Context: an optimization exercise on an open-source flow, tuned for small area, a short achievable clock period and few clock cycles per item. The choices shown serve that exercise and are no tape-out recipe. RTL that was checked went through simulation tests only; none was proved equivalent to the original. The RTL of runs 1 and 5 was laid out without a check of its function. Power and IR drop assume default switching activity.

==> flow/run.sh <==
#!/bin/bash
# synth_recipe.tcl (not shown) runs the flow's synth.tcl, then flattens the netlist and writes it again
# the make line also repeats each setting of config.mk as NAME=value (left out here)
make -C /OpenROAD-flow-scripts/flow DESIGN_CONFIG=/design/flow/config.mk WORK_HOME=/design/flow/orfs CLKGATE_MAP_FILE= SYNTH_SCRIPT=/design/flow/synth_recipe.tcl finish
==> flow/config.mk <==
export PLATFORM = sky130hd
export DESIGN_NAME = life_cell_automaton_stencil
export DESIGN_NICKNAME = life_cell_automaton_stencil
export VERILOG_FILES = /design/flow/design.v
export SDC_FILE = /design/flow/constraint.sdc
export NUM_CORES = 4
export LEC_CHECK = 0
export ABC_CLOCK_PERIOD_IN_PS = 2400
export CAP_MARGIN = 20
export CORE_MARGIN = 2
export CORE_UTILIZATION = 60
export CTS_CLUSTER_DIAMETER = 70
export CTS_CLUSTER_SIZE = 30
export SETUP_SLACK_MARGIN = 4.1
export SLEW_MARGIN = 20
==> flow/constraint.sdc <==
create_clock -name core_clock -period 6.5 [get_ports {i_clk}]
set_input_delay 1.3000 -clock core_clock [delete_from_list [all_inputs] [get_ports {i_clk}]]
set_output_delay 1.3000 -clock core_clock [all_outputs]
set_load 0.01 [all_outputs]
==> flow/design.v <==
`timescale 1ns / 1ps
package lcas_pkg;
    localparam int unsigned CFG_W = 10;
    typedef enum logic [1:0] {
        CFG_COLS = 2'd0,
        CFG_ROWS = 2'd1
    } t_cfg_idx;
    localparam int unsigned QUEUE_DEPTH = 6;
    localparam int unsigned QPTR_W      = $clog2(QUEUE_DEPTH);
    localparam int unsigned QCNT_W      = $clog2(QUEUE_DEPTH + 1);
    localparam logic [3:0] BIRTH_COUNT   = 4'd3;
    localparam logic [3:0] SURVIVE_COUNT = 4'd2;
    localparam int unsigned SEGS = 9;
    function automatic int unsigned seg_len(input int unsigned k);
        seg_len = (k == SEGS - 1) ? 251 : (1 << k) + 1;
    endfunction
endpackage
`timescale 1ns / 1ps
module lcas_ram (
    input  logic                      i_clk,
    input  logic                      i_en,
    input  logic [lcas_pkg::SEGS-1:0] i_sel,
    input  logic                      i_short,
    input  logic                      i_data,
    output logic                      o_data
);
    logic [lcas_pkg::SEGS:0] seg_in;
    assign seg_in[0] = i_data;
    for (genvar k = 0; k < lcas_pkg::SEGS; k++) begin : g_seg
        localparam int unsigned LEN = lcas_pkg::seg_len(k);
        logic [LEN-1:0] r_sh;
        always_ff @(posedge i_clk) begin
            if (i_en) begin
                r_sh[0] <= seg_in[k];
                for (int i = 1; i < LEN - 1; i++) begin
                    r_sh[i] <= r_sh[i-1];
                end
                r_sh[LEN-1] <= i_sel[k] ? r_sh[LEN-2] : seg_in[k];
            end
        end
        assign seg_in[k+1] = r_sh[LEN-1];
    end
    assign o_data = i_short ? seg_in[3] : seg_in[lcas_pkg::SEGS];
endmodule
`timescale 1ns / 1ps
module lcas_front (
    input  logic                      i_clk,
    input  logic                      i_rst_n,
    input  logic                      i_restart,
    input  logic [lcas_pkg::SEGS-1:0] i_sel,
    input  logic                      i_short,
    input  logic [9:0]                i_cols,
    input  logic [9:0]                i_rows,
    input  logic [9:0]                i_restart_cols,
    input  logic [9:0]                i_restart_rows,
    input  logic                      i_valid,
    input  logic                      i_alive,
    output logic                      o_inflight,
    output logic                      o_push,
    output logic [1:0]                o_res
);
    logic [9:0] r_col_left;
    logic [9:0] r_row_left;
    logic       r_col_ge1;
    logic       r_col_ge2;
    logic       r_row_ge1;
    logic       r_row_ge2;
    logic       mid;
    logic       top;
    logic       col_end;
    logic       row_end;
    logic       push;
    logic [8:0] r_cells;
    logic       r_push;
    logic       r_last;
    logic [3:0] cnt_a;
    logic [3:0] cnt_b;
    logic       eq2;
    logic       eq3;
    lcas_ram u_lane_a (
        .i_clk  (i_clk),
        .i_en   (i_valid),
        .i_sel  (i_sel),
        .i_short(i_short),
        .i_data (i_alive),
        .o_data (mid)
    );
    lcas_ram u_lane_b (
        .i_clk  (i_clk),
        .i_en   (i_valid),
        .i_sel  (i_sel),
        .i_short(i_short),
        .i_data (mid),
        .o_data (top)
    );
    assign col_end = &r_col_left;
    assign row_end = &r_row_left;
    always_ff @(posedge i_clk) begin
        if (!i_rst_n) begin
            r_col_left <= 10'd320;
            r_row_left <= 10'd320;
            r_col_ge1  <= 1'b0;
            r_col_ge2  <= 1'b0;
            r_row_ge1  <= 1'b0;
            r_row_ge2  <= 1'b0;
        end else if (i_restart) begin
            r_col_left <= i_restart_cols;
            r_row_left <= i_restart_rows;
            r_col_ge1  <= 1'b0;
            r_col_ge2  <= 1'b0;
            r_row_ge1  <= 1'b0;
            r_row_ge2  <= 1'b0;
        end else if (i_valid) begin
            if (col_end) begin
                r_col_left <= i_cols;
                r_col_ge1  <= 1'b0;
                r_col_ge2  <= 1'b0;
                if (row_end) begin
                    r_row_left <= i_rows;
                    r_row_ge1  <= 1'b0;
                    r_row_ge2  <= 1'b0;
                end else begin
                    r_row_left <= r_row_left - 10'd1;
                    r_row_ge1  <= 1'b1;
                    r_row_ge2  <= r_row_ge1;
                end
            end else begin
                r_col_left <= r_col_left - 10'd1;
                r_col_ge1  <= 1'b1;
                r_col_ge2  <= r_col_ge1;
            end
        end
    end
    assign push       = i_valid && r_row_ge2 && r_col_ge2;
    assign o_inflight = push;
    always_ff @(posedge i_clk) begin
        if (!i_rst_n) begin
            r_push <= 1'b0;
        end else begin
            r_push <= push;
        end
        if (i_valid) begin
            r_cells <= {i_alive, mid, top, r_cells[8:3]};
            r_last  <= row_end && col_end;
        end
    end
    function automatic logic [3:0] count4(input logic [3:0] x);
        logic [2:0] p;
        logic [2:0] q;
        p = {x[0] & x[1], x[0] ^ x[1], ~(x[0] | x[1])};
        q = {x[2] & x[3], x[2] ^ x[3], ~(x[2] | x[3])};
        count4[0] = p[0] & q[0];
        count4[1] = (p[0] & q[1]) | (p[1] & q[0]);
        count4[2] = (p[0] & q[2]) | (p[1] & q[1]) | (p[2] & q[0]);
        count4[3] = (p[1] & q[2]) | (p[2] & q[1]);
    endfunction
    assign cnt_a = count4(r_cells[3:0]);
    assign cnt_b = count4(r_cells[8:5]);
    assign eq3   = (cnt_a[0] & cnt_b[3]) | (cnt_a[1] & cnt_b[2]) |
                   (cnt_a[2] & cnt_b[1]) | (cnt_a[3] & cnt_b[0]);
    assign eq2   = (cnt_a[0] & cnt_b[2]) | (cnt_a[1] & cnt_b[1]) | (cnt_a[2] & cnt_b[0]);
    assign o_push = r_push;
    assign o_res  = {eq3 | (r_cells[4] & eq2), r_last};
endmodule
`timescale 1ns / 1ps
module lcas_queue (
    input  logic                          i_clk,
    input  logic                          i_rst_n,
    input  logic                          i_push,
    input  logic [1:0]                    i_data,
    input  logic                          i_pop,
    output logic [1:0]                    o_data,
    output logic                          o_empty,
    output logic [lcas_pkg::QCNT_W-1:0]   o_count
);
    logic [1:0]                  r_slot [lcas_pkg::QUEUE_DEPTH];
    logic [lcas_pkg::QPTR_W-1:0] r_wr_ptr;
    logic [lcas_pkg::QPTR_W-1:0] r_rd_ptr;
    logic [lcas_pkg::QCNT_W-1:0] r_count;
    logic [lcas_pkg::QCNT_W-1:0] n_count;
    always_ff @(posedge i_clk) begin
        if (i_push) begin
            r_slot[r_wr_ptr] <= i_data;
        end
    end
    always_comb begin
        n_count = r_count;
        if (i_push && !i_pop) begin
            n_count = r_count + lcas_pkg::QCNT_W'(1);
        end else if (!i_push && i_pop) begin
            n_count = r_count - lcas_pkg::QCNT_W'(1);
        end
    end
    always_ff @(posedge i_clk) begin
        if (!i_rst_n) begin
            r_wr_ptr <= '0;
            r_rd_ptr <= '0;
            r_count  <= '0;
        end else begin
            if (i_push) begin
                r_wr_ptr <= (r_wr_ptr == lcas_pkg::QPTR_W'(lcas_pkg::QUEUE_DEPTH - 1)) ?
                            '0 : r_wr_ptr + lcas_pkg::QPTR_W'(1);
            end
            if (i_pop) begin
                r_rd_ptr <= (r_rd_ptr == lcas_pkg::QPTR_W'(lcas_pkg::QUEUE_DEPTH - 1)) ?
                            '0 : r_rd_ptr + lcas_pkg::QPTR_W'(1);
            end
            r_count <= n_count;
        end
    end
    assign o_data       = r_slot[r_rd_ptr];
    assign o_empty      = (r_count == '0);
    assign o_count      = r_count;
endmodule
`timescale 1ns / 1ps
module lcas_back (
    input  logic       i_clk,
    input  logic       i_rst_n,
    input  logic       i_empty,
    input  logic [1:0] i_res,
    output logic       o_pop,
    output logic       o_res_valid,
    input  logic       i_res_stall,
    output logic       o_next_alive,
    output logic       o_tile_last
);
    logic r_valid;
    logic r_next_alive;
    logic r_tile_last;
    logic load;
    assign load  = !r_valid || !i_res_stall;
    assign o_pop = load && !i_empty;
    always_ff @(posedge i_clk) begin
        if (!i_rst_n) begin
            r_valid <= 1'b0;
        end else if (load) begin
            r_valid <= !i_empty;
        end
    end
    always_ff @(posedge i_clk) begin
        if (o_pop) begin
            r_next_alive <= i_res[1];
            r_tile_last  <= i_res[0];
        end
    end
    assign o_res_valid  = r_valid;
    assign o_next_alive = r_next_alive;
    assign o_tile_last  = r_tile_last;
endmodule
`timescale 1ns / 1ps
module life_cell_automaton_stencil #(
    parameter int unsigned COLS_LIMIT = 512,
    parameter int unsigned MAX_ROWS   = 512
) (
    input  logic                       i_clk,
    input  logic                       i_rst_n,
    input  logic                       i_cfg_we,
    input  logic [1:0]                 i_cfg_index,
    input  logic [lcas_pkg::CFG_W-1:0] i_cfg_data,
    input  logic                       i_cell_valid,
    output logic                       o_cell_stall,
    input  logic                       i_cell_alive,
    output logic                       o_res_valid,
    input  logic                       i_res_stall,
    output logic                       o_next_alive,
    output logic                       o_tile_last
);
    logic [9:0]                  cfg_eff;
    logic                        wr_cols;
    logic                        wr_rows;
    logic [9:0]                  new_cols;
    logic [9:0]                  new_rows;
    logic [9:0]                  r_cols;
    logic [9:0]                  r_rows;
    logic                        short_len;
    logic                        long_len;
    logic [7:0]                  cols_m1;
    logic [7:0]                  cols_m7;
    logic [lcas_pkg::SEGS-1:0]   r_sel;
    logic                        r_short;
    logic                        restart;
    logic                        accept;
    logic                        r_valid;
    logic                        r_alive;
    logic                        r_stall;
    logic                        inflight;
    logic                        push;
    logic                        pop;
    logic [1:0]                  push_res;
    logic [1:0]                  head_res;
    logic                        q_empty;
    logic [lcas_pkg::QCNT_W-1:0] q_count;
    logic [31:0]                 q_base;
    logic                        stall_eq;
    logic                        stall_up;
    logic                        stall_dn;
    assign cfg_eff = (i_cfg_data == '0) ? 10'd1 :
                     (i_cfg_data > 10'(COLS_LIMIT)) ? 10'(COLS_LIMIT) : i_cfg_data;
    assign wr_cols = i_cfg_we && (i_cfg_index == lcas_pkg::CFG_COLS);
    assign wr_rows = i_cfg_we && (i_cfg_index == lcas_pkg::CFG_ROWS);
    assign restart = wr_cols || wr_rows;
    assign new_cols = wr_cols ? cfg_eff : r_cols;
    assign new_rows = wr_rows ? cfg_eff : r_rows;
    always_ff @(posedge i_clk) begin
        if (!i_rst_n) begin
            r_cols <= 10'd320;
            r_rows <= 10'd320;
        end else begin
            r_cols <= new_cols;
            r_rows <= new_rows;
        end
    end
    assign short_len = (r_cols <= 10'd8);
    assign long_len  = (r_cols >= 10'd263);
    assign cols_m1   = r_cols[7:0] - 8'd1;
    assign cols_m7   = r_cols[7:0] - 8'd7;
    always_ff @(posedge i_clk) begin
        r_short <= short_len;
        r_sel   <= {long_len, (short_len || long_len) ? cols_m1 : cols_m7};
    end
    assign accept       = i_cell_valid && !r_stall;
    assign o_cell_stall = r_stall;
    assign q_base   = 32'(q_count) + 32'(push) + 32'(inflight);
    assign stall_eq = q_base >= 32'(lcas_pkg::QUEUE_DEPTH);
    assign stall_up = q_base >= 32'(lcas_pkg::QUEUE_DEPTH - 1);
    assign stall_dn = q_base >= 32'(lcas_pkg::QUEUE_DEPTH + 1);
    always_ff @(posedge i_clk) begin
        if (!i_rst_n) begin
            r_valid <= 1'b0;
            r_stall <= 1'b0;
        end else begin
            r_valid <= accept;
            if (pop) begin
                r_stall <= accept ? stall_eq : stall_dn;
            end else begin
                r_stall <= accept ? stall_up : stall_eq;
            end
        end
        r_alive <= i_cell_alive;
    end
    lcas_front u_front (
        .i_clk     (i_clk),
        .i_rst_n   (i_rst_n),
        .i_restart (restart),
        .i_sel     (r_sel),
        .i_short   (r_short),
        .i_cols    (r_cols),
        .i_rows    (r_rows),
        .i_restart_cols(new_cols),
        .i_restart_rows(new_rows),
        .i_valid   (r_valid),
        .i_alive   (r_alive),
        .o_inflight(inflight),
        .o_push    (push),
        .o_res     (push_res)
    );
    lcas_queue u_queue (
        .i_clk       (i_clk),
        .i_rst_n     (i_rst_n),
        .i_push      (push),
        .i_data      (push_res),
        .i_pop       (pop),
        .o_data      (head_res),
        .o_empty     (q_empty),
        .o_count     (q_count)
    );
    lcas_back u_back (
        .i_clk       (i_clk),
        .i_rst_n     (i_rst_n),
        .i_empty     (q_empty),
        .i_res       (head_res),
        .o_pop       (pop),
        .o_res_valid (o_res_valid),
        .i_res_stall (i_res_stall),
        .o_next_alive(o_next_alive),
        .o_tile_last (o_tile_last)
    );
endmodule
==> results.txt, run 1 <==
- The run finished with no timing, DRC or antenna violations.
- The count of port buffers added during placement is 21.
- Timing would allow up to between 300 and 400 MHz.
- After synthesis the netlist holds a flip-flop and latch count of 1118.
- The area growth from synthesis to layout is 8.42%.
- The dominant combinational cell family by area after synthesis is simple AND/OR/NAND/NOR gates.
- In this run, CTS created clock tree buffers numbering between 40 and 50.
- Fill cells in the final layout number 3762.
- The clock passes through at most 3 buffers.
- The number of distinct standard cells referenced by the synthesized netlist is 67.
- The clock network burns 28.8% of the power.
- For the pin with the worst max-slew slack, the measured transition is around 1100 ps.
- After synthesis the cells add up to about 0.036 mm^2.
- The mean instance size in the synthesized netlist is 23.0 um^2.
- The core region is 0.0589 mm^2.
- The max-slew violation count is 0.
- The cell sitting at the root of the clock tree is a sky130_fd_sc_hd__clkbuf_16.
- The total power after layout is 0.0125 W.
- In this design, the stage delay of the slowest critical-path cell is 390 ps.
- The final critical-path setup slack is 3960 ps.
- Timing analysis after detailed placement gives a worst setup slack of 3080 ps.
- In the final design database the tool counted 1653 nets.
- The worst pin sits at a relative slew slack of 29.2%.
- The final critical path takes up 39.0% of the cycle.
- The compound-gate portion of the synthesized area is 2.23%.
- The number of violations of the max-capacitance limit is 0.
- The global placement routability congestion is 0.796.
- Together, buffers and inverters on the worst path number 1.
- Hold is met by around 420 ps.
- The minimum period implied by the final worst setup slack is 2540 ps.
- Internal power comes to about 0.010 W.
- Of the total synthesized cell area, the portion taken by full adders, half adders and majority gates is less than 1%.
- The top fanout value on the critical path is 5.
- Global routing used 14.7% of the available tracks.
- The maximum level of the CTS H-tree is 2.
- The final antenna-violating net count is 0.
- The final setup violation count is 0.
- The post-detailed-routing wire length is 45.5 mm.
- The chip width is 248 um.
- 0 antenna diodes ended up in the layout.
- In the synthesized netlist the async set-or-reset flop fraction comes to 0%.
- The detailed router placed 13400 vias in this run.
- Dividing the detail-routed wire length by the instance count gives 18.9 um.
- The share of the synthesized netlist area taken by xor and xnor gates is less than 1%.
- Sequential elements use between 90 and 100% of the synthesized area.
- Traced cell by cell, the critical path runs through clkdlybuf4s15_1.
- Of the total synthesized cell area, the portion taken by AND, OR, NAND and NOR gates is 2.78%.
- Summed over all layers, the global routing overflow is 0.
- The net switching component of the power is 0.00250 W.
- The die outline area is 0.0615 mm^2.
- The worst hold path belongs to the class reg2reg.
- In the routed layout, each cell is associated on average with a via count of about 5.6.
- The worst setup path is of the reg2out kind.
- Pin placement for this block handled 22 I/O pins.
- The minimum setup slack among reg-to-reg paths is approximately 4200 ps.
- The placement row count is 89.
- The number of warnings issued by yosys is 5.
- The clock arrives with 24.0 ps of skew.
- The sort of element at the start of the critical path is a flop.
- At the worst endpoint, the arrival time is 1240 ps.
- Summed over all nets, the half-perimeter wirelength after detailed placement is 22.2 mm.
- The aggregate negative setup slack is 0 ps.
- The maximum VDD drop is ~0.27 mV.
- The family with the most delay on the worst path is flip-flops.
- The fraction of power consumed by combinational cells is 3.5%.
- The top flip-flop cell by instance count after synthesis is sky130_fd_sc_hd__edfxtp_1.
- The number of antenna violations at the first check in global routing is 0.
- For this design, the slowest cell found on the critical path is sky130_fd_sc_hd__dfxtp_4.
- The data required time at the worst endpoint is approximately 5200 ps.
- Per report_power, the sequential group accounts for between 60% and 70% of the total.
- The first-pass GRT wire length is 70.2 mm.
- After detailed routing, the number of remaining DRC violations is 0.
- The first-iteration detailed-routing DRC count is between 1000 and 1500.
- The starting density of the core is 60.6%.
- Summed over all cells, the static leakage comes to 12.3 nW.
- The first detailed-routing pass ran for 5 iterations.
- The number of synthesized flops with an enable pin is 1050.
- Net switching is approximately a fifth of the power.
- The instance count of the mapped netlist is 1554.
- The clock reaches the later pin of the worst-skew pair after 620 ps.
- The clock transition at the registers of the reported paths is 100 ps.
- The number of global-route vias before repair is 12432.
- The type of destination of the critical path is a primary output.
- The clock drives about 1100 sinks.
- The die height is 248 um.
- The share of post-route cells with drive strength above 1 is approximately a tenth.
- The final hold violation count is 0.
- Setup repair after global routing could not meet its margin everywhere.
- TritonCTS built the clock tree.
- Multiplexer cells account for 1.19% of the synthesized area.
- Entering global routing, the biggest net connects between 200 and 250 pins.
- The number of nets produced by synthesis is 1591.
- Power spread over the standard cell area amounts to 322 mW/mm^2.
[Yosys cell counts, types with 4 or more instances]
library cell               instances  area (um^2)
sky130_fd_sc_hd__nor3b_1           4         30.0
sky130_fd_sc_hd__a222oi_1          4         40.0
sky130_fd_sc_hd__dfxtp_1          68         1360
sky130_fd_sc_hd__mux2_2           23          259
sky130_fd_sc_hd__a21oi_1          40          200
sky130_fd_sc_hd__nor2_1           30          113
sky130_fd_sc_hd__ha_1             16          200
sky130_fd_sc_hd__nand4_1           5         31.3
sky130_fd_sc_hd__edfxtp_1       1050        31500
sky130_fd_sc_hd__mux2i_1          12          120
sky130_fd_sc_hd__nor2b_1          10         62.6
sky130_fd_sc_hd__clkbuf_1         21         78.8
sky130_fd_sc_hd__xnor2_1           7         61.3
sky130_fd_sc_hd__o211ai_1          6         45.0
sky130_fd_sc_hd__a31oi_1          11         68.8
sky130_fd_sc_hd__a211oi_1          4         30.0
sky130_fd_sc_hd__xor2_1           12          105
sky130_fd_sc_hd__nor4_1            6         37.5
sky130_fd_sc_hd__o21ai_0          20          100
sky130_fd_sc_hd__inv_1            22         82.6
sky130_fd_sc_hd__nor3_1           13         65.1
sky130_fd_sc_hd__nand2b_1          7         43.8
sky130_fd_sc_hd__nand3_1          12         60.1
sky130_fd_sc_hd__and3_1            5         31.3
sky130_fd_sc_hd__nand3b_1          8         60.1
sky130_fd_sc_hd__or3_1            11         68.8
sky130_fd_sc_hd__nand2_1          60          225
[power by group through the flow]
stage | registers [W] | logic (W) | clock network [W]
floorplan | 0.00874 | 0.000199 | 0
global placement | 0.00859 | 0.000416 | 0
detailed placement | 0.00859 | 0.000428 | 0
CTS | 0.00844 | 0.000432 | 0.00376
global route | 0.00847 | 0.000490 | 0.00399
finish | 0.00843 | 0.000438 | 0.00358
[cell usage in the layout (no fill, tap or decap), drive strengths merged, types with 4 or more instances in the layout]
cell type and count:
edfxtp 1050, dfxtp 68, nand2 60, clkbuf 53, a21oi 40, inv 31
nor2 30, mux2 23, o21ai 20, buf 18, ha 16, clkdlybuf4s50 15
nor3 14, mux2i 12, xor2 12, nand3 12, a31oi 11, or3 11
nor2b 10, clkinv 10, nand3b 8, xnor2 7, nand2b 7, nor4 7
o211ai 6, nand4 6, and3 5, a222oi 4, nor3b 4, a211oi 4
[sequential cells by signal (all words and copies together) (netlist names), 3 cells and up]
register / flops
u_front.r_row_left: 10
u_front.r_col_left: 10
r_rows: 10
u_front.u_lane_a.g_seg.r_sh: 514
u_queue.r_rd_ptr: 3
r_cols: 10
u_front.u_lane_b.g_seg.r_sh: 514
u_queue.r_slot: 12
u_queue.r_count: 3
u_front.r_cells: 7
u_queue.r_wr_ptr: 3
r_sel: 9
[through the flow]
step                      instances  utilization (%)  area (um^2)
after floorplan                1554                -        35800
after global placement         2334             62.8        37000
after detailed placement       2334             62.8        37000
after CTS                      2409             65.5        38600
after global routing           2412             65.8        38700
final                          2412             65.8        38700
[logic make-up (layout without fill, tap and decap cells)]
family | Yosys count | count (layout)
flops | 1118 | 1118
simple gates | 190 | 190
compound gates | 122 | 122
buf+inv | 49 | 134
mux | 37 | 37
fa+ha+maj | 19 | 19
xor+xnor | 19 | 19
[final timing paths]
kind	start	depth (start not counted)	endpoint
max	u_back.r_valid	1	o_res_valid
min	u_front.u_lane_a.g_seg[5].r_sh[3]	0	u_front.u_lane_a.g_seg[5].r_sh[4]
min reg2reg	u_front.u_lane_a.g_seg[5].r_sh[3]	0	u_front.u_lane_a.g_seg[5].r_sh[4]
max reg2reg	r_cols[6]	8	r_sel[6]
[area by class of cell]
| class | count | area, um^2 | share of cell area, % |
|---|---|---|---|
| Sequential cell | 1118 | 32900 | 85.0 |
| Multi-Input combinational cell | 387 | 2770 | 7.16 |
| Clock buffer | 51 | 1230 | 3.19 |
| Tap cell | 773 | 967 | 2.50 |
| Timing Repair Buffer | 38 | 478 | 1.23 |
| Clock inverter | 22 | 288 | 0.743 |
| Inverter | 23 | 86.3 | 0.223 |
[repair_timing]
item                       CTS  global route
pin swaps                    1             7
buffers inserted             1             2
gates cloned                 1             1
setup endpoints to repair  441           235
gates resized for setup     35            25
hold buffers                 0             0
[routing by layer]
layer | part of all wire (%) | global-route usage (%) | vias to the layer above
li1 | - | - | 6204
met2 | 42 | 19.6 | 195
met4 | 2.3 | 4.47 | 0
met1 | 53 | 25.1 | 6929
met3 | 3.4 | 2.24 | 72
met5 | 0 | 0 | -
==> inputs of run 2 (changes only) <==
--- a/flow/design.v
+++ b/flow/design.v
@@ -240,3 +240,6 @@
     always_ff @(posedge i_clk) begin
-        if (o_pop) begin
+        if (!i_rst_n) begin
+            r_next_alive <= 1'b0;
+            r_tile_last  <= 1'b0;
+        end else if (o_pop) begin
             r_next_alive <= i_res[1];
==> results.txt, run 2 <==
- The measured slew at the worst slew-check pin is 1050 ps (-8.08 ps).
- The detailed placement HPWL is 22.2 mm (-0.11%).
- The post-detailed-routing wire length is 45.8 mm (+0.54%).
- The placement row count is 89 (unchanged).
- By area the synthesized netlist is led by sky130_fd_sc_hd__edfxtp_1 88%, sky130_fd_sc_hd__dfxtp_1 3.9%, sky130_fd_sc_hd__mux2_2 0.76%.
- The number of violations of the max-capacitance limit is 0 (unchanged).
- Grouping stages by cell kind, the critical path spends the most delay in flip-flops.
- After synthesis, the largest family of logic cells by area is simple AND/OR/NAND/NOR gates.
- The die height is 248 um (about the same).
- The final critical-path setup slack came to 4110 ps (+148 ps).
- The number of buffer and inverter stages on the critical path was 1 (unchanged).
- The layout filler cell count was 3751 (-0.29%).
- The mapped cell area is 0.0357 mm^2 (about the same).
- The kind of critical path is reg2out.
- The start point of the critical path is u_back.r_valid.
- The leakage power figure is 12.5 nW (+1.4%).
- The share of post-route cells with drive strength above 1 is 10.7% (+1.4 points).
- The library cell contributing the largest single delay on the critical path is sky130_fd_sc_hd__dfxtp_4.
- The final standard cell utilization of the core is 66.1% (+0.31 points).
- The instance count of the mapped netlist is 1544 (-0.64%).
- Leaving out fill and tap cells, the most frequent cells in the layout are 1048 x sky130_fd_sc_hd__edfxtp_1, 65 x sky130_fd_sc_hd__dfxtp_1, 49 x sky130_fd_sc_hd__clkbuf_16.
- The final antenna-violating net count is 0 (unchanged).
- The first-pass GRT wire length is 70.9 mm (+1.0%).
- The compound-gate portion of the synthesized area was 2.46% (+0.23 points).
- The die outline area came to 0.0615 mm^2 (about the same).
- The first-pass detailed-route iteration total is 5 (unchanged).
- The maximum VDD drop is 0.297 mV (+8.3%).
- The final period utilization is 36.7% (-2.3 points).
- The starting density of the core is 60.6% (about the same).
- The mean instance size in the synthesized netlist is 23.1 um^2 (+0.64%).
- The worst setup path is captured at a primary output.
- The number of nets produced by synthesis is 1581 (-0.63%).
- The sort of element at the start of the critical path is a flop.
- The overall overflow remaining after global route is 0 (unchanged).
- The max-slew violation count is 0 (unchanged).
- The startpoint identified for the worst register-to-register timing path is u_front.r_col_left[0].
- Compared with the post-synthesis result, the final layout area differs by 8.95%.
- The data required time at the worst endpoint is 5200 ps (about the same).
- The clock transition at the registers of the reported paths is 110 ps (about the same).
- The sequential cell area is 0.0329 mm^2 (about the same).
- The number of antenna violations at the first check in global routing came to 2 (+2).
- The total CTS buffers is 48 (unchanged).
- The setup skew after layout is 19.2 ps (-4.80 ps).
- The top fanout value on the critical path is 2 (-3).
- The headroom to the max-slew limit was 29.8% (+0.54 points).
- The share of the synthesized netlist area taken by xor and xnor gates is 0.368% (-0.098 points).
- The minimum period implied by the final worst setup slack is 2390 ps (-148 ps).
- The via count was 13467 (+0.50%).
- The final design instance area without fill is 0.0389 mm^2 (+0.47%).
- The CTS tree is yes.
- The instance area after placement came to 0.0370 mm^2 (about the same).
- The final hold violation count is 0 (unchanged).
- The fraction of synthesized area in multiplexers is 1.25% (+0.060 points).
- The net count reported at finish is 1656 (+0.18%).
- The aggregate negative setup slack is 0 ps (unchanged).
- The number of distinct standard cells referenced by the synthesized netlist is 69 (+3.0%).
- The origin of the worst min-delay path is u_front.u_lane_a.g_seg[6].r_sh[62].
- The average routed wire per standard cell is 18.9 um (+0.21%).
- The global placement routability congestion is 0.766 (-3.8%).
- Clock tree synthesis selected as its root buffer the cell sky130_fd_sc_hd__clkbuf_16.
- The minimum hold slack is 412 ps (-2.78 ps).
- Yosys instantiated no cell more often than sky130_fd_sc_hd__edfxtp_1.
- The global-route total usage across every layer came to 14.8% (+0.12 points).
- The post-synthesis simple-gate area fraction is 2.60% (-0.17 points).
- The highest cell delay on the worst timing path is 360 ps (-30 ps).
- The first-iteration detailed-routing DRC count came to 1099 (-13%).
- The count of hold buffers inserted by post-cts repair is 0 (unchanged).
- The number of warnings issued by yosys is 5 (unchanged).
- The number of global-route vias before repair is 12716 (+2.3%).
- The largest registers in the layout are u_front.u_lane_a.g_seg.r_sh (514), u_front.u_lane_b.g_seg.r_sh (514), u_queue.r_slot (12).
- The highest clock rate is 419 MHz (+6.2%).
- The count of port buffers added during placement is 21 (unchanged).
- The minimum setup slack among reg-to-reg paths is 4240 ps (+50 ps).
- The core box area is 0.0589 mm^2 (unchanged).
- The DRC violations left came to 0 (unchanged).
- The maximum level of the CTS H-tree was 2 (unchanged).
- The multi-input gate area in the final layout is 0.00283 mm^2 (+1.9%).
- The number of top-level pins came to 22 (unchanged).
- The final setup violation count was 0 (unchanged).
- The tightest min-delay check is of the reg2reg type.
- The chip width is 248 um (about the same).
- The sequential element share of the synthesized area is 92.0% (about the same).
- The most common cell after layout, fill and taps aside is sky130_fd_sc_hd__edfxtp_1.
- The fraction of post-synthesis cell area in the top cell type by area is 88.1% (-0.16 points).
- The number of synthesized flops with an enable pin is 1048 (-0.19%).
- The per-cell via count in the routed design was 5.56 (+0.17%).
- The ratio of total power to cell area is 331 mW/mm^2 (+2.9%).
- The arrival time reported for the critical path endpoint is 1090 ps (-150 ps).
- The number of sinks driven by the clock tree came to 1118 (unchanged).
- The critical path goes through buf_6.
- The maximum buffer depth of the clock tree is 3 (unchanged).
- In the synthesized netlist the dominant register cell turns out to be sky130_fd_sc_hd__edfxtp_1.
- Setup repair after global routing could not meet its margin everywhere.
- The proportion of register bits with asynchronous set or reset after synthesis is 0% (unchanged).
- The largest area contributor in the synthesized netlist is sky130_fd_sc_hd__edfxtp_1.
- The largest net degree at the start of global routing came to 218 (+7.9%).
- The number of antenna diodes came to 0 (unchanged).
- The worst setup timing slack at the placement stage is 2370 ps (-712 ps).
- The latest clock arrival within the worst-skew pair came to 620 ps (about the same).
- By count the netlist is led by 1048 x sky130_fd_sc_hd__edfxtp_1, 70 x sky130_fd_sc_hd__dfxtp_1, 41 x sky130_fd_sc_hd__nand2_1.
- The flow ran to the end and the layout has no timing, DRC or antenna violations.
- The area share of fa/ha/maj cells after synthesis is 0.729% (about the same).
- The flip-flop and latch count after synthesis is 1118 (unchanged).
-- run 2: changes by cell type after synthesis, moves of 5 or more --
cell                       delta
sky130_fd_sc_hd__or3_1        -5
sky130_fd_sc_hd__o31ai_1      +6
sky130_fd_sc_hd__o211ai_1     +5
sky130_fd_sc_hd__nand2_1     -19
sky130_fd_sc_hd__a21oi_1      -9
sky130_fd_sc_hd__or4_1        +7
sky130_fd_sc_hd__xor2_1       -6
sky130_fd_sc_hd__nor2_1      +10
sky130_fd_sc_hd__nand3b_1     -5
sky130_fd_sc_hd__a31oi_1      -7
sky130_fd_sc_hd__nor3_1       +5
sky130_fd_sc_hd__o21ai_0      -8
-- run 2: metrics by stage --
stage / power, W / instances
2_1_floorplan: 0.00931 / 1544
3_3_place_gp: 0.00937 / 2321
3_5_place_dp: 0.00939 / 2321
4_1_cts: 0.0130 / 2414
5_1_grt: 0.0134 / 2420
6_report: 0.0129 / 2420
-- run 2: area by class of cell --
cell class / instances / area share, %
well taps: 773 / 2.49
clock inverters: 21 / 0.601
inverters: 27 / 0.264
flip-flops and latches: 1118 / 84.5
multi-input cells: 372 / 7.26
repair buffers: 52 / 1.61
clock buffers: 57 / 3.28
-- run 2: worst paths after layout --
kind                                             end  depth (start not counted)
hold / removal    u_front.u_lane_a.g_seg[6].r_sh[63]                          0
setup reg to reg               u_front.r_col_left[9]                          5
hold reg to reg   u_front.u_lane_a.g_seg[6].r_sh[63]                          0
setup / recovery                         o_res_valid                          1
-- run 2: worst register-to-register path, stage by stage, from the launching register on --
cell and delay, ps:
sky130_fd_sc_hd__dfxtp_1 470, sky130_fd_sc_hd__ha_1 220, sky130_fd_sc_hd__nand4_1 320, sky130_fd_sc_hd__nor3_2 640, sky130_fd_sc_hd__a221oi_1 220, sky130_fd_sc_hd__o31a_1 300
-- run 2: logic make-up after synthesis --
kind of cell,count (synthesis)
flops,1118
simple gates,176
compound gates,123
buf+inv,54
mux,39
fa+ha+maj,19
xor+xnor,15
-- run 2: power by group --
part / internal, W / total, W / leakage, nW / switching, W
logic: 0.000236 / 0.000648 / 1.41 / 0.000412
registers: 0.00849 / 0.00868 / 10.4 / 0.000194
clock network: 0.00148 / 0.00355 / 0.736 / 0.00207
-- run 2: timing repair --
| action | CTS | global route |
|---|---|---|
| setup buffers | 13 | 6 |
| gates cloned | 2 | 0 |
| setup endpoints to repair | 503 | 384 |
| pin swaps | 5 | 3 |
| resized for setup | 72 | 16 |
-- run 2: layer usage --
metal | wire [um] | up-vias | track usage [%] | share of wire (%)
li1 | - | 6258 | - | -
met1 | 24100 | 6954 | 25.2 | 53
met2 | 19000 | 196 | 19.7 | 41
met3 | 1590 | 59 | 2.21 | 3.5
met4 | 1060 | 0 | 4.90 | 2.3
met5 | 0 | - | 0 | 0
Testbench counts of run 2, summed over its fixed seeds: cycles 105,437, items 93,099.
==> inputs of run 3 (changes only) <==
==> flow/flow/run.sh (new file) <==
#!/bin/bash
# The standard layout, with two changes to the resizer's choices: port buffers
# are sky130_fd_sc_hd__buf_4 cells (the default choice may be a delay cell), and
# gate sizing may swap a cell for one of another footprint.
set -euo pipefail
bash standard.sh MATCH_CELL_FOOTPRINT=0 \
    "BUFFER_PORTS_ARGS=-buffer_cell sky130_fd_sc_hd__buf_4" \
    finish > flow_make.log 2>&1
==> flow/standard.sh (new file) <==
#!/bin/bash
# synth_recipe.tcl (not shown) runs the flow's synth.tcl, then flattens the netlist and writes it again
# the make line also repeats each setting of config.mk as NAME=value (left out here)
make -C /OpenROAD-flow-scripts/flow DESIGN_CONFIG=/design/flow/config.mk WORK_HOME=/design/flow/orfs CLKGATE_MAP_FILE= SYNTH_SCRIPT=/design/flow/synth_recipe.tcl "${@:-finish}"
removed: flow/run.sh
==> results.txt, run 3 <==
- The sort of element at the start of the critical path is a flop.
- The instance count of the mapped netlist is 1544 (unchanged).
- The final period utilization came to 36.7% (about the same).
- The flow ran to the end and the layout has no timing, DRC or antenna violations.
- The average routed wire per standard cell came to 19.0 um (+0.45%).
- The slowest stage of the critical path belongs to the cell sky130_fd_sc_hd__dfxtp_4.
- The end of the worst register-to-register path is u_queue.r_count[2].
- The final setup violation count is 0 (unchanged).
- The core box area is 0.0589 mm^2 (unchanged).
- The DRC violations left is 0 (unchanged).
- The library cell used as clock root buffer is sky130_fd_sc_hd__clkbuf_16.
- The post-detailed-routing wire length is 45.8 mm (+0.12%).
- The depth of the worst register-to-register path is 9 (+4).
- The worst setup timing slack at the placement stage is 3080 ps (+710 ps).
- The ratio of total power to cell area came to 335 mW/mm^2 (+1.2%).
- The maximum level of the CTS H-tree is 2 (unchanged).
- The arrival time reported for the critical path endpoint came to 1090 ps (about the same).
- The first-pass GRT wire length is 69.6 mm (-1.9%).
- The highest cell delay on the worst timing path was 360 ps (about the same).
- The clock transition at the registers of the reported paths came to 100 ps (about the same).
- The total power after layout came to 0.0130 W (+0.86%).
- The flip-flop and latch count after synthesis was 1118 (unchanged).
- The number of global-route vias before repair came to 12432 (-2.2%).
- The detailed placement HPWL came to 22.2 mm (about the same).
- The global placement routability congestion is 0.778 (+1.7%).
- The largest registers in the layout are u_front.u_lane_a.g_seg.r_sh (514), u_front.u_lane_b.g_seg.r_sh (514), u_queue.r_slot (12).
- The data required time at the worst endpoint is 5200 ps (about the same).
- The largest net degree at the start of global routing is 206 (-5.5%).
- The maximum buffer depth of the clock tree came to 3 (unchanged).
- The number of buffer and inverter stages on the critical path is 1 (unchanged).
- The per-cell via count in the routed design came to 5.54 (-0.46%).
- The number of stages on the worst hold path is 0 (unchanged).
- The die outline area is 0.0615 mm^2 (unchanged).
- The critical path in this run is classified as reg2out.
- TritonCTS built the clock tree.
- The final standard cell utilization of the core came to 65.9% (-0.21 points).
- The top fanout value on the critical path is 2 (unchanged).
- The placement row count is 89 (unchanged).
- The final critical-path setup slack is 4110 ps (+1.47 ps).
- For hold timing, the worst endpoint is u_front.u_lane_b.g_seg[4].r_sh[15].
- The net switching component of the power is 0.00268 W (+0.25%).
- The starting density of the core is 60.6% (unchanged).
- The global-route total usage across every layer came to 14.5% (-0.25 points).
- The number of antenna diodes is 0 (unchanged).
- The worst hold path begins at u_front.u_lane_b.g_seg[4].r_sh[14].
- The minimum setup slack among reg-to-reg paths is 4230 ps (about the same).
- The chip width is 248 um (unchanged).
- The maximum VDD drop is 0.329 mV (+11%).
- The number of warnings issued by yosys was 5 (unchanged).
- The final antenna-violating net count came to 0 (unchanged).
- The part of the total power dissipated in sequential elements is 66.8% (-0.6 points).
- The largest area contributor in the synthesized netlist is sky130_fd_sc_hd__edfxtp_1.
- The number of violations of the max-capacitance limit is 0 (unchanged).
- The type of destination of the critical path is a primary output.
- The mean instance size in the synthesized netlist is 23.1 um^2 (unchanged).
- The fraction of synthesized area in multiplexers was 1.25% (unchanged).
- The clock share of power is 28.7% (+1.1 points).
- Sorting the synthesized cells by area gives the leading types as sky130_fd_sc_hd__edfxtp_1 88%, sky130_fd_sc_hd__dfxtp_1 3.9%, sky130_fd_sc_hd__mux2_2 0.76%.
- The instance area after placement is 0.0369 mm^2 (-0.13%).
- The most common cell after layout, fill and taps aside is sky130_fd_sc_hd__edfxtp_1.
- The minimum period implied by the final worst setup slack is 2390 ps (-1.47 ps).
- The number of top-level pins is 22 (unchanged).
- The net count reported at finish is 1647 (-0.54%).
- The share of post-route cells with drive strength above 1 was 10.9% (+0.17 points).
- The number of sinks driven by the clock tree is 1118 (unchanged).
- Yosys instantiated no cell more often than sky130_fd_sc_hd__edfxtp_1.
- The max-slew violation count is 0 (unchanged).
- The start of the worst register-to-register path is u_queue.r_count[0].
- The final hold violation count was 0 (unchanged).
- By count the netlist is led by 1048 x sky130_fd_sc_hd__edfxtp_1, 70 x sky130_fd_sc_hd__dfxtp_1, 41 x sky130_fd_sc_hd__nand2_1.
- The mapped cell area came to 0.0357 mm^2 (unchanged).
- The post-synthesis simple-gate area fraction is 2.60% (unchanged).
- The die height is 248 um (unchanged).
- The leakage power figure is 12.4 nW (-0.73%).
- The measured slew at the worst slew-check pin was 966 ps (-87.2 ps).
- The cell family contributing the most delay on the critical path is flip-flops.
- The switching portion of total power is 20.7% (-0.13 points).
- The headroom to the max-slew limit is 35.6% (+5.8 points).
- The dominant combinational cell family by area after synthesis is simple AND/OR/NAND/NOR gates.
- The highest clock rate was 419 MHz (about the same).
- The latest clock arrival within the worst-skew pair is 620 ps (about the same).
- Setup repair after global routing could not meet its margin everywhere.
- The number of distinct standard cells referenced by the synthesized netlist came to 69 (unchanged).
- The fraction of power consumed by combinational cells is 4.5% (-0.5 points).
- Traced cell by cell, the critical path runs through buf_6.
- In the layout the commonest cells are 1048 x sky130_fd_sc_hd__edfxtp_1, 65 x sky130_fd_sc_hd__dfxtp_1, 53 x sky130_fd_sc_hd__clkbuf_16.
- The number of stages on the worst setup path came to 1 (unchanged).
- The fraction of post-synthesis cell area in the top cell type by area is 88.1% (unchanged).
- The total CTS buffers came to 49 (+2.1%).
- The final design instance area without fill came to 0.0388 mm^2 (-0.31%).
- The internal power came to 0.0103 W (+1.0%).
- For this run, the leading register cell type out of synthesis is sky130_fd_sc_hd__edfxtp_1.
- The count of hold buffers inserted by post-cts repair is 0 (unchanged).
- The number of antenna violations at the first check in global routing is 0 (-2).
- The compound-gate portion of the synthesized area is 2.46% (unchanged).
- The type of the most critical hold path is reg2reg.
- The count of port buffers added during placement is 21 (unchanged).
- The share of the synthesized netlist area taken by xor and xnor gates came to 0.368% (unchanged).
- The first-pass detailed-route iteration total was 5 (unchanged).
- The overall overflow remaining after global route is 0 (unchanged).
- The number of nets produced by synthesis is 1581 (unchanged).
- The sequential element share of the synthesized area is 92.0% (unchanged).
- The proportion of register bits with asynchronous set or reset after synthesis is 0% (unchanged).
- The area growth from synthesis to layout is 8.61%.
- The number of synthesized flops with an enable pin is 1048 (unchanged).
- The via count came to 13361 (-0.79%).
- The area share of fa/ha/maj cells after synthesis is 0.729% (unchanged).
- The setup skew after layout is 17.9 ps (-1.33 ps).
- The first-iteration detailed-routing DRC count is 1096 (-0.27%).
-- run 3: cell counts after synthesis --
Identical to the previous run, type by type.
-- run 3: routing by layer --
metal / wire (um) / track usage (%) / vias up
met4: 1010 / 4.84 / 0
met3: 1490 / 2.34 / 62
met1: 24300 / 24.8 / 6868
li1: - / - / 6239
met5: 0 / 0 / -
met2: 19000 / 19.3 / 192
-- run 3: stage by stage --
stage                     cells  hold slack (ps)   TNS, ps
after floorplan            1544              400  -1415660
after global placement     2320              401         0
after detailed placement   2320              405         0
after CTS                  2407              408         0
after global routing       2412              422         0
final                      2412              411         0
-- run 3: worst max path at each step --
stage	from	to
5_1_grt	u_back.r_valid	o_res_valid
2_1_floorplan	r_valid	r_stall
4_1_cts	r_valid	u_front.u_lane_a.g_seg[8].r_sh[57]
3_3_place_gp	i_rst_n	u_front.r_col_left[4]
6_report	u_back.r_valid	o_res_valid
3_5_place_dp	i_rst_n	u_front.r_col_left[4]
-- run 3: power groups by stage --
stage | Sequential [W] | Combinational, W | Clock (W)
finish | 0.00868 | 0.000583 | 0.00372
global route | 0.00873 | 0.000650 | 0.00412
CTS | 0.00869 | 0.000566 | 0.00389
detailed placement | 0.00884 | 0.000540 | 0
global placement | 0.00884 | 0.000524 | 0
floorplan | 0.00909 | 0.000225 | 0
-- run 3: layout make-up --
cell class / count / area (um^2)
clock inverters: 28 / 350
flip-flops and latches: 1118 / 32900
repair inverters: 1 / 5.00
multi-input cells: 372 / 2750
inverters: 27 / 105
well taps: 773 / 967
fillers: 3774 / 20100
clock buffers: 52 / 1260
repair buffers: 41 / 474
-- run 3: kinds of logic after synthesis --
family / count (synthesis)
buffers and inverters: 54
xor gates and xnor gates: 15
AOI/OAI and AO/OA: 123
DFF: 1118
adders and majority gates: 19
and+or+nand+nor: 176
muxes: 39
-- run 3: repair_timing --
action                     4_1_cts  5_1_grt
pin swaps                        1        0
hold endpoints to repair         0        0
setup endpoints to repair      648      444
cloned                           1        3
resized for setup               20        7
setup buffers                    6        2
==> inputs of run 4 (changes only) <==
--- a/flow/config.mk
+++ b/flow/config.mk
@@ -7,3 +7,3 @@
 export LEC_CHECK = 0
-export ABC_CLOCK_PERIOD_IN_PS = 2400
+export ABC_CLOCK_PERIOD_IN_PS = 2300
 export CAP_MARGIN = 20
@@ -13,3 +13,3 @@
 export CTS_CLUSTER_SIZE = 30
-export SETUP_SLACK_MARGIN = 4.1
+export SETUP_SLACK_MARGIN = 4.25
 export SLEW_MARGIN = 20
==> results.txt, run 4 <==
- In the layout the commonest cells are 1048 x sky130_fd_sc_hd__edfxtp_1, 59 x sky130_fd_sc_hd__dfxtp_1, 53 x sky130_fd_sc_hd__clkbuf_16.
- The final period utilization came to 36.7% (about the same).
- The maximum level of the CTS H-tree came to 2 (unchanged).
- The origin of the worst min-delay path is u_front.u_lane_b.g_seg[4].r_sh[14].
- The final hold violation count came to 0 (unchanged).
- The average routed wire per standard cell came to 19.0 um (-0.15%).
- The depth of the worst register-to-register path is 7 (-2).
- The headroom to the max-slew limit is 34.0% (-1.6 points).
- The via count came to 13423 (+0.46%).
- The relative area change from synthesis to final layout is 8.92%.
- The top flip-flop cell by instance count after synthesis is sky130_fd_sc_hd__edfxtp_1.
- The count of port buffers added during placement was 21 (unchanged).
- The multi-input gate area in the final layout is 0.00279 mm^2 (+1.4%).
- The share of post-route cells with drive strength above 1 is 12.1% (+1.2 points).
- The number of global-route vias before repair is 12500 (+0.55%).
- The cell total after placement was 2320 (unchanged).
- The number of violations of the max-capacitance limit is 0 (unchanged).
- The starting density of the core is 60.6% (unchanged).
- The run finished with no timing, DRC or antenna violations.
- The chip width is 248 um (unchanged).
- The area share of fa/ha/maj cells after synthesis is 0.729% (unchanged).
- The highest clock rate was 419 MHz (about the same).
- The met3 routing resource usage after global routing is 2.34% (unchanged).
- The endpoint identified for the worst register-to-register timing path is r_sel[6].
- The core box area is 0.0589 mm^2 (unchanged).
- The arrival time reported for the critical path endpoint is 1090 ps (about the same).
- The cell family contributing the most delay on the critical path is flip-flops.
- The number of stages on the worst hold path is 0 (unchanged).
- The fraction of synthesized area in multiplexers is 1.25% (unchanged).
- The worst hold path endpoint is u_front.u_lane_b.g_seg[4].r_sh[15].
- The flip-flop and latch count after synthesis was 1118 (unchanged).
- The setup skew after layout is 17.1 ps (-0.797 ps).
- The fraction of post-synthesis cell area in the top cell type by area is 88.1% (unchanged).
- The number of sinks driven by the clock tree is 1118 (unchanged).
- The count of hold buffers inserted by post-cts repair is 0 (unchanged).
- The placement row count is 89 (unchanged).
- The largest net degree at the start of global routing is 152 (-26%).
- The worst setup path is launched from a flop.
- Setup repair after global routing could not meet its margin everywhere.
- The share of the synthesized netlist area taken by xor and xnor gates is 0.368% (unchanged).
- The layout filler cell count is 3764 (-0.26%).
- The global placement routability congestion is 0.778 (unchanged).
- The most common cell after layout, fill and taps aside is sky130_fd_sc_hd__edfxtp_1.
- The final setup violation count is 0 (unchanged).
- The detailed placement HPWL is 22.2 mm (unchanged).
- TritonCTS built the clock tree.
- The post-detailed-routing wire length was 45.9 mm (+0.18%).
- The mean instance size in the synthesized netlist is 23.1 um^2 (unchanged).
- The net count reported at finish is 1655 (+0.49%).
- By area the synthesized netlist is led by sky130_fd_sc_hd__edfxtp_1 88%, sky130_fd_sc_hd__dfxtp_1 3.9%, sky130_fd_sc_hd__mux2_2 0.76%.
- The first-pass GRT wire length is 70.5 mm (+1.3%).
- The proportion of register bits with asynchronous set or reset after synthesis is 0% (unchanged).
- The maximum VDD drop is 0.330 mV (+0.21%).
- The first-iteration detailed-routing DRC count came to 1173 (+7.0%).
- The number of nets produced by synthesis came to 1581 (unchanged).
- The highest cell delay on the worst timing path is 360 ps (about the same).
- The final antenna-violating net count is 0 (unchanged).
- STA classifies the critical path endpoint as a primary output.
- The max-slew violation count was 0 (unchanged).
- The overall overflow remaining after global route is 0 (unchanged).
- The number of buffer and inverter stages on the critical path is 1 (unchanged).
- The sequential cell area is 0.0329 mm^2 (about the same).
- The DRC violations left is 0 (unchanged).
- The compound-gate portion of the synthesized area is 2.46% (unchanged).
- The maximum buffer depth of the clock tree is 3 (unchanged).
- The mapped cell area is 0.0357 mm^2 (unchanged).
- The critical path in this run is classified as reg2out.
- The met1 routing resource usage after global routing was 25.0% (+0.22 points).
- The per-cell via count in the routed design came to 5.55 (+0.13%).
- The global-route total usage across every layer was 14.8% (+0.24 points).
- The die outline area came to 0.0615 mm^2 (unchanged).
- The data required time at the worst endpoint is 5200 ps (about the same).
- The startpoint identified for the worst register-to-register timing path is r_cols[4].
- The number of warnings issued by yosys was 5 (unchanged).
- The number of antenna diodes is 0 (unchanged).
- The minimum setup slack among reg-to-reg paths is 4330 ps (+100 ps).
- The total CTS buffers is 49 (unchanged).
- The number of top-level pins is 22 (unchanged).
- In the final layout, the registers with the most flip-flops are u_front.u_lane_a.g_seg.r_sh (514), u_front.u_lane_b.g_seg.r_sh (514), u_queue.r_slot (12).
- The number of distinct standard cells referenced by the synthesized netlist was 69 (unchanged).
- The number of synthesized flops with an enable pin is 1048 (unchanged).
- The instance count of the mapped netlist is 1544 (unchanged).
- The ratio of total power to cell area is 334 mW/mm^2 (-0.14%).
- The number of antenna violations at the first check in global routing is 0 (unchanged).
- The minimum period implied by the final worst setup slack is 2390 ps (+0.0900 ps).
- The sequential element share of the synthesized area is 92.0% (unchanged).
- The leakage power figure is 12.5 nW (+0.37%).
- Walking the worst path, the cells encountered are buf_6.
- The post-synthesis simple-gate area fraction was 2.60% (unchanged).
- The tree is rooted in a sky130_fd_sc_hd__clkbuf_16.
- The routing layer with the top usage in global route is met1.
- The top fanout value on the critical path is 2 (unchanged).
- The measured slew at the worst slew-check pin was 991 ps (+24.2 ps).
- The first-pass detailed-route iteration total was 5 (unchanged).
- The total power after layout is 0.0130 W (+0.15%).
- The die height is 248 um (unchanged).
- The latest clock arrival within the worst-skew pair is 630 ps (about the same).
- After synthesis, the largest family of logic cells by area is simple AND/OR/NAND/NOR gates.
- The number of standard cells in the layout, taps in and fillers out is 2420 (+0.33%).
- The min-delay analysis places its worst path in the category reg2reg.
- Of all cell types, the one taking the most synthesized area is sky130_fd_sc_hd__edfxtp_1.
- The library cell contributing the largest single delay on the critical path is sky130_fd_sc_hd__dfxtp_4.
- The most numerous cell in the Yosys netlist is sky130_fd_sc_hd__edfxtp_1.
- The clock transition at the registers of the reported paths came to 100 ps (about the same).
- Counting instances in the post-synthesis netlist gives the leading cell types as 1048 x sky130_fd_sc_hd__edfxtp_1, 70 x sky130_fd_sc_hd__dfxtp_1, 41 x sky130_fd_sc_hd__nand2_1.
- The routing usage on met2 was 19.9% (+0.59 points).
run 4: cell counts after synthesis:
No cell type changed its count.
run 4: worst max path at each step:
stage                    from               endpoint  slack [ps]  cells past startpoint
4_1_cts        u_back.r_valid            o_res_valid        4070                      1
5_1_grt        u_back.r_valid            o_res_valid        4070                      1
3_3_place_gp          i_rst_n  u_front.r_col_left[4]        3210                      5
3_5_place_dp          i_rst_n  u_front.r_col_left[4]        3080                      5
2_1_floorplan         r_valid                r_stall       -2380                      7
6_report       u_back.r_valid            o_res_valid        4110                      1
run 4: timing repair:
| item | in CTS | in global routing |
|---|---|---|
| setup endpoints to repair | 672 | 23 |
| pin swaps | 2 | 7 |
| cloned | 4 | 0 |
| setup buffers | 8 | 8 |
| resized for setup | 26 | 18 |
run 4: area by class of cell:
cell class	count	area share, %
repair buffers	49	1.39
inverters	27	0.270
well taps	773	2.49
flip-flops and latches	1118	84.5
clock inverters	28	0.900
repair inverters	1	0.0129
multi-input cells	372	7.17
clock buffers	52	3.23
run 4: power by group:
part / internal (W) / switching (W)
sequential: 0.00848 / 0.000192
combinational: 0.000207 / 0.000400
clock: 0.00163 / 0.00209
run 4: layer usage:
metal	vias up	part of all wire [%]
li1	6257	-
met1	6925	52
met2	177	42
met3	64	3.3
met4	0	2.2
met5	-	0
run 4: cell families after synthesis:
group	Yosys count
flops	1118
simple gates	176
compound gates	123
buf+inv	54
mux	39
fa+ha+maj	19
xor+xnor	15
run 4: metrics by stage:
stage | instance area (um^2) | util, % | setup TNS [ps] | setup WS [ps] | hold WS (ps)
finish | 38900 | 66.1 | 0 | 4110 | 411
global route | 38900 | 66.1 | 0 | 4070 | 422
CTS | 38800 | 65.9 | 0 | 4070 | 408
detailed placement | 36900 | 62.7 | 0 | 3080 | 405
global placement | 36900 | 62.7 | 0 | 3210 | 401
floorplan | 35800 | - | -1415660 | -2380 | 400
==> inputs of run 5 (changes only) <==
--- a/flow/design.v
+++ b/flow/design.v
@@ -319,6 +319,4 @@
     assign cols_m7   = r_cols[7:0] - 8'd7;
-    always_ff @(posedge i_clk) begin
-        r_short <= short_len;
-        r_sel   <= {long_len, (short_len || long_len) ? cols_m1 : cols_m7};
-    end
+    assign r_short = short_len;
+    assign r_sel   = {long_len, (short_len || long_len) ? cols_m1 : cols_m7};
     assign accept       = i_cell_valid && !r_stall;
--- a/flow/config.mk
+++ b/flow/config.mk
@@ -7,3 +7,3 @@
 export LEC_CHECK = 0
-export ABC_CLOCK_PERIOD_IN_PS = 2300
+export ABC_CLOCK_PERIOD_IN_PS = 2400
 export CAP_MARGIN = 20
@@ -13,3 +13,3 @@
 export CTS_CLUSTER_SIZE = 30
-export SETUP_SLACK_MARGIN = 4.25
+export SETUP_SLACK_MARGIN = 4.1
 export SLEW_MARGIN = 20
==> results.txt, run 5 <==
- The run finished with no timing, DRC or antenna violations.
- The maximum level of the CTS H-tree came to 2 (unchanged).
- The final setup violation count came to 0 (unchanged).
- The most common cell after layout, fill and taps aside is sky130_fd_sc_hd__edfxtp_1.
- The number of violations of the max-capacitance limit was 0 (unchanged).
- The number of buffer and inverter stages on the critical path is 2 (+1).
- The clock transition at the registers of the reported paths is 100 ps (about the same).
- The fraction of post-synthesis cell area in the top cell type by area is 88.4% (+0.33 points).
- The highest cell delay on the worst timing path is 410 ps (+50 ps).
- The setup skew after layout is 19.1 ps (+2.02 ps).
- The count of hold buffers inserted by post-cts repair is 0 (unchanged).
- The area share of fa/ha/maj cells after synthesis is 0.731% (+0.0027 points).
- The number of top-level pins is 22 (unchanged).
- The global placement routability congestion came to 0.796 (+2.2%).
- The count of port buffers added during placement is 21 (unchanged).
- The type of the most critical hold path is reg2reg.
- On the critical path the largest part of the delay comes from simple AND/OR/NAND/NOR gates.
- The first-pass detailed-route iteration total is 5 (unchanged).
- The number of stages on the worst setup path is 10 (+9).
- The dominant combinational cell family by area after synthesis is simple AND/OR/NAND/NOR gates.
- The library cell contributing the largest single delay on the critical path is sky130_fd_sc_hd__fa_2.
- The fraction of synthesized area in multiplexers was 1.27% (+0.026 points).
- The instance area after placement is 0.0368 mm^2 (-0.39%).
- The worst setup path is launched from a flop.
- The largest registers in the layout are u_front.u_lane_a.g_seg.r_sh (514), u_front.u_lane_b.g_seg.r_sh (514), u_queue.r_slot (12).
- The number of nets produced by synthesis is 1570 (-0.70%).
- The first-iteration detailed-routing DRC count is 1245 (+6.1%).
- The highest clock rate is 366 MHz (-13%).
- By startpoint and endpoint, the worst setup path is classified as reg2reg.
- The measured slew at the worst slew-check pin came to 1040 ps (+48.1 ps).
- Tracing the worst setup path back leads to its startpoint at r_cols[6].
- The mean instance size in the synthesized netlist is 23.2 um^2 (+0.34%).
- The first-pass GRT wire length came to 72.4 mm (+2.7%).
- The global-route total usage across every layer is 15.3% (+0.51 points).
- The maximum VDD drop was 0.321 mV (-2.5%).
- The post-detailed-routing wire length is 46.8 mm (+2.0%).
- The proportion of register bits with asynchronous set or reset after synthesis is 0% (unchanged).
- The number of distinct standard cells referenced by the synthesized netlist is 76 (+10%).
- The final hold violation count is 0 (unchanged).
- The total CTS buffers is 49 (unchanged).
- The number of sinks driven by the clock tree is 1108 (-0.89%).
- In the synthesized netlist the dominant register cell turns out to be sky130_fd_sc_hd__edfxtp_1.
- The leakage power figure was 12.5 nW (about the same).
- The endpoint identified for the worst register-to-register timing path is u_front.u_lane_b.g_seg[4].r_sh[16].
- The minimum hold slack is 416 ps (+4.67 ps).
- The number of antenna violations at the first check in global routing is 1 (+1).
- The share of post-route cells with drive strength above 1 is 12.4% (+0.33 points).
- The sequential element share of the synthesized area is 91.8% (-0.22 points).
- The cell total after placement is 2312 (-0.34%).
- The aggregate negative setup slack was 0 ps (unchanged).
- The relative area change from synthesis to final layout is 9.19%.
- The final antenna-violating net count is 0 (unchanged).
- The minimum setup slack among reg-to-reg paths is 3770 ps (-560 ps).
- After synthesis, the cell types taking the most area are sky130_fd_sc_hd__edfxtp_1 88%, sky130_fd_sc_hd__dfxtp_1 3.4%, sky130_fd_sc_hd__mux2_2 0.70%.
- The minimum period implied by the final worst setup slack is 2730 ps (+343 ps).
- The start of the worst register-to-register path is r_cols[6].
- The capturing instance or port of the critical path is u_front.u_lane_b.g_seg[4].r_sh[16].
- The final design instance area without fill came to 0.0389 mm^2 (-0.13%).
- The largest net degree at the start of global routing was 133 (-13%).
- Setup repair after global routing could not meet its margin everywhere.
- Among all cell types in the netlist, the one instantiated most often is sky130_fd_sc_hd__edfxtp_1.
- The placement row count is 89 (unchanged).
- The headroom to the max-slew limit is 30.7% (-3.2 points).
- The compound-gate portion of the synthesized area came to 2.39% (-0.068 points).
- The data required time at the worst endpoint came to 6890 ps (+1690 ps).
- The core box area is 0.0588 mm^2 (-0.19%).
- The number of standard cells in the layout, taps in and fillers out is 2409 (-0.45%).
- The instance count of the mapped netlist is 1533 (-0.71%).
- The commonest cells after synthesis are 1048 x sky130_fd_sc_hd__edfxtp_1, 60 x sky130_fd_sc_hd__dfxtp_1, 48 x sky130_fd_sc_hd__nand2_1.
- The die height came to 248 um (-0.18%).
- The detailed placement HPWL was 22.8 mm (+2.5%).
- The post-synthesis simple-gate area fraction came to 2.69% (+0.084 points).
- The via count is 13299 (-0.92%).
- The average routed wire per standard cell came to 19.4 um (+2.4%).
- The overall overflow remaining after global route is 0 (unchanged).
- The share of the synthesized netlist area taken by xor and xnor gates came to 0.468% (+0.10 points).
- The CTS tree is yes.
- The number of global-route vias before repair is 12598 (+0.78%).
- The final period utilization is 42.0% (+5.3 points).
- The per-cell via count in the routed design was 5.52 (-0.47%).
- The arrival time reported for the critical path endpoint is 3120 ps (+2030 ps).
- The starting density of the core is 60.5% (-0.11 points).
- In the layout the commonest cells are 1048 x sky130_fd_sc_hd__edfxtp_1, 52 x sky130_fd_sc_hd__clkbuf_16, 48 x sky130_fd_sc_hd__dfxtp_1.
- The latest clock arrival within the worst-skew pair is 630 ps (about the same).
- The number of antenna diodes is 0 (unchanged).
- The mapped cell area is 0.0356 mm^2 (-0.37%).
- The depth of the worst register-to-register path was 10 (+3).
- The ratio of total power to cell area is 331 mW/mm^2 (-0.86%).
- The chip width is 248 um (-0.18%).
- The maximum buffer depth of the clock tree is 3 (unchanged).
- The worst setup path is captured at a flop.
- The net count reported at finish is 1642 (-0.79%).
- The largest area contributor in the synthesized netlist is sky130_fd_sc_hd__edfxtp_1.
- The max-slew violation count is 0 (unchanged).
- The die outline area is 0.0613 mm^2 (-0.37%).
- The top fanout value on the critical path is 3 (+1).
- The number of warnings issued by yosys was 5 (unchanged).
- The DRC violations left is 0 (unchanged).
- The number of synthesized flops with an enable pin is 1048 (unchanged).
- The flip-flop and latch count after synthesis is 1108 (-0.89%).
- The final standard cell utilization of the core was 66.1% (about the same).
- Walking the worst path, the cells encountered are nor4_4 -> nand2_2 -> a21oi_4 -> nand2_4 -> fa_2 -> a211oi_4 -> buf_4 -> buf_6 -> xnor2_4 -> mux2_4.
- Clock tree synthesis selected as its root buffer the cell sky130_fd_sc_hd__clkbuf_16.
==> run 5: cell type report <==
| class | count | area [um^2] |
|---|---|---|
| sequential | 1108 | 32700 |
| fill | 3798 | 19900 |
| multi-input combinational | 375 | 2980 |
| clock buffer | 55 | 1270 |
| tap | 773 | 967 |
| timing repair buffer | 49 | 533 |
| clock inverter | 27 | 334 |
| inverter | 22 | 82.6 |
==> run 5: power by group <==
part           switching [W]  internal [W]
Sequential          0.000190       0.00842
Clock                0.00210       0.00157
Combinational       0.000405      0.000200
==> run 5: worst min-delay path by stage <==
stage	from	to	slack, ps	depth (start not counted)
global placement	u_front.u_lane_b.g_seg[6].r_sh[56]	u_front.u_lane_b.g_seg[6].r_sh[57]	400	0
CTS	u_front.u_lane_a.g_seg[1].r_sh[0]	u_front.u_lane_a.g_seg[1].r_sh[1]	410	0
finish	u_front.u_lane_a.g_seg[7].r_sh[34]	u_front.u_lane_a.g_seg[7].r_sh[35]	420	0
global route	u_front.u_lane_a.g_seg[1].r_sh[0]	u_front.u_lane_a.g_seg[1].r_sh[1]	420	0
floorplan	u_front.u_lane_a.g_seg[1].r_sh[0]	u_front.u_lane_a.g_seg[1].r_sh[1]	400	0
detailed placement	u_front.u_lane_a.g_seg[2].r_sh[1]	u_front.u_lane_a.g_seg[2].r_sh[2]	400	0
==> run 5: repair_timing <==
action / 4_1_cts / 5_1_grt
pin swaps: 8 / 13
gates cloned: 2 / 0
setup buffers: 8 / 5
resized for setup: 51 / 15
setup endpoints to repair: 737 / 24
endpoints found under the hold margin: 0 / 0
==> run 5: cells by family (layout without fill, tap and decap cells) <==
group                    Yosys count  after routing
XOR/XNOR                          19             19
adder cells (fa/ha/maj)           19             19
multiplexers                      40             40
buffers and inverters             50            153
AO/OA/AOI/OAI                    120            120
flip-flops                      1108           1108
AND/OR/NAND/NOR                  177            177
==> run 5: per-stage QoR <==
step | total power, W | worst slack (ps)
6_report | 0.0129 | 3770
3_3_place_gp | 0.00929 | 3520
3_5_place_dp | 0.00931 | 3450
4_1_cts | 0.0131 | 3800
2_1_floorplan | 0.00925 | -2860
5_1_grt | 0.0134 | 3690
==> run 5: layer usage <==
layer | up-vias | GRT usage (%) | routed length (um)
li1 | 6194 | - | -
met1 | 6868 | 25.8 | 24300
met2 | 170 | 20.6 | 19900
met3 | 67 | 2.61 | 1650
met4 | 0 | 4.79 | 1000
met5 | - | 0 | 0

[separate check: timing with driven ports]
How much do the figures lean on ideal ports? The routed layouts below were timed once more, with nothing changed but the port constraints.
Step 1 sets driving cells, clkbuf_16 on the clock port and buf_2 on the other inputs (assumed; they add their load-dependent delay and slew).
Step 2 adds t to the input delays and takes it off the output delays; t is the mean of the earliest and latest rising clock arrival at the registers after step 1. Input paths then give back, and output paths get back, about the clock's delay inside the block.
Slacks: ideal ports / drivers / drivers and shift; pairs: ideal ports / drivers.
| run | t (ns) | slack for setup (ns) | worst hold slack (ns) | worst setup path at the end |
|---|---|---|---|---|
| run 1 | 0.663 | 3.964 / 3.904 / 3.548 | 0.415 / 0.415 / 0.415 | input to register |
| run 2 | 0.673 | 4.112 / 4.052 / 3.484 | 0.412 / 0.412 / 0.412 | input to register |
| run 3 | 0.674 | 4.114 / 4.053 / 3.538 | 0.411 / 0.411 / 0.411 | input to register |
| run 4 | 0.674 | 4.113 / 4.053 / 3.595 | 0.411 / 0.411 / 0.411 | input to register |
| run 5 | 0.676 | 3.770 / 3.770 / 3.587 | 0.416 / 0.416 / 0.416 | input to register |
After both steps every run listed still meets setup and hold. The setup slack of run 2, which loses most, moves by -0.060 ns with the drivers and by -0.628 ns with both steps.
